Source: an optimization exercise on an open RTL-to-GDS flow (aim: small area and a short achievable clock period). Production flows keep margins and buffers that such runs may drop. Function was checked by simulation only, so behaviour that the tests miss may differ from the original. Power and IR drop assume default switching activity.

## oak
==> flow/design.v (excerpt) <==
module mips_pipe (
  input  logic        clk,
  input  logic        rst_n,
  output logic [31:0] pc_f,
  input  logic [31:0] instr_f,
  output logic        memwrite_m,
  output logic [31:0] aluout_m,
  output logic [31:0] writedata_m,
  input  logic [31:0] readdata_m
);
  mips_datapath u_dp (
    .clk         (clk),
    .rst_n       (rst_n),
    .pc_f        (pc_f),
    .instr_f     (instr_f),
    .memwrite_m  (memwrite_m),
    .aluout_m    (aluout_m),
    .writedata_m (writedata_m),
    .readdata_m  (readdata_m)
  );
endmodule
Size in the first run: ~4100 cells after synthesis, ~55000 sq um of cells after synthesis.
Settings: LEC_CHECK=0, CAP_MARGIN=20, CORE_MARGIN=2, CORE_UTILIZATION=40, SETUP_SLACK_MARGIN=3.4, SLEW_MARGIN=20, TNS_END_PERCENT=100; clock period 6.5 ns.
standard.sh (not shown) runs the stock make flow with config.mk's settings and CLKGATE_MAP_FILE= SYNTH_SCRIPT=/design/flow/synth_recipe.tcl, a recipe that flattens the netlist after the stock synthesis.
==> flow/flow/run.sh <==
#!/bin/bash
# Standard layout (standard synthesis included) with these changes:
#  - port buffers are buf_2 cells instead of the delay-cell default,
#  - timing repair may resize a cell to any cell of the same function
#    (not only one with the same footprint),
#  - clock tree synthesis adds no dummy loads and clusters up to 25 sinks
#    (within 80 um) per clkbuf_16 leaf buffer.
# The make output goes to flow.log here; each ORFS step keeps its own log
# under orfs/logs.
set -euo pipefail
bash standard.sh \
  "BUFFER_PORTS_ARGS=-buffer_cell sky130_fd_sc_hd__buf_2" \
  MATCH_CELL_FOOTPRINT=0 \
  "CTS_ARGS=-sink_clustering_enable -repair_clock_nets -dont_use_dummy_load -buf_list sky130_fd_sc_hd__clkbuf_16 -sink_clustering_size 25 -sink_clustering_max_diameter 80" \
  finish > flow.log 2>&1
oak | status: complete | timing, DRC, antenna: pass
Relative to oak, the following input files were edited for pine:
-- flow/config.mk --
<<< oak, line 9
export CORE_MARGIN = 2
export CORE_UTILIZATION = 40
export SETUP_SLACK_MARGIN = 3.4
export SLEW_MARGIN = 20
>>> pine, line 9
export CORE_MARGIN = 2
export CORE_UTILIZATION = 40
export PLACE_DENSITY = 0.55
export SETUP_SLACK_MARGIN = 3.4
export SLEW_MARGIN = 20
Notes after the runs:
As far as number of instances in the placed design is concerned, pine and oak perform about the same.
pine completed every stage of the flow, and the final layout passed the timing, design-rule and antenna checks.
Looking at the reports, oak completed the entire flow and the layout it produced met the timing, design-rule and antenna checks.
oak reports its capture point of the critical path as u_dp.target_d[30] while pine reports u_dp.rd1_d[13].
Compared with oak, in pine worst setup slack for register-to-register paths went up by 0.05 ns, cell area went down.
Looking at pine and oak, the total power of the final layout is a wash.
Looking only at leakage component of the power, and setting everything else aside, the higher value of pine and oak goes to oak.
Comparing the two runs side by side, pine comes out behind oak on worst hold slack.

========
Setup of quartz:
mips_pipe again, from the RTL that the note above started with.
export LEC_CHECK = 0
export CAP_MARGIN = 20
export CORE_MARGIN = 2
export CORE_UTILIZATION = 40
export SETUP_SLACK_MARGIN = 3.7
export SLEW_MARGIN = 20
export TNS_END_PERCENT = 0
create_clock -name core_clock -period 6.5 [get_ports {clk}]
Scripts as last shown in full above: flow/flow/run.sh
Input changes introduced in maple (baseline for comparison: quartz):
diff --git a/flow/config.mk b/flow/config.mk
--- a/flow/config.mk
+++ b/flow/config.mk
@@ -9,5 +9,5 @@
 export CORE_MARGIN = 2
 export CORE_UTILIZATION = 40
-export SETUP_SLACK_MARGIN = 3.7
+export SETUP_SLACK_MARGIN = 3.3
 export SLEW_MARGIN = 20
-export TNS_END_PERCENT = 0
+export TNS_END_PERCENT = 100
## What came out
In terms of source-to-sink clock delay at the later pin of the worst-skew pair, maple and quartz differ only marginally.
Compared to quartz, maple has non-clock buffer total of the final layout 44 higher.
Maximum frequency is higher on maple
Between maple and quartz, share of the cycle needed by the critical path after routing is higher for quartz, maple comes in under that.
Compared with quartz, maple improves routed wire length.

## separate check: timing with driven ports
The flow's constraints put no driver on any port. The routed layouts listed below were extracted and timed again, unchanged, in two steps. Step 1 assumes that a clkbuf_16 drives the clock port and a buf_2 every other input. Step 2 adds t to the input delays and takes it off the output delays; t is the mean of the earliest and latest rising clock arrival at the registers after step 1. Input paths then give back, and output paths get back, about the clock's delay inside the block. Three values: no drivers, after step 1, after step 2; two values: the first two.
run	t, ns	slack for setup (ns)	worst setup path after step 2
oak	0.814	3.222 / 3.206 / 2.392	input to register
pine	0.816	3.235 / 3.244 / 2.429	input to register
quartz	0.797	2.969 / 2.878 / 2.080	input to register
maple	0.799	3.103 / 3.102 / 2.390	input to register
After both steps every run listed still meets setup and hold. For quartz, which loses most, drivers alone change the setup slack by -0.091 ns; drivers and shift together by -0.889 ns.
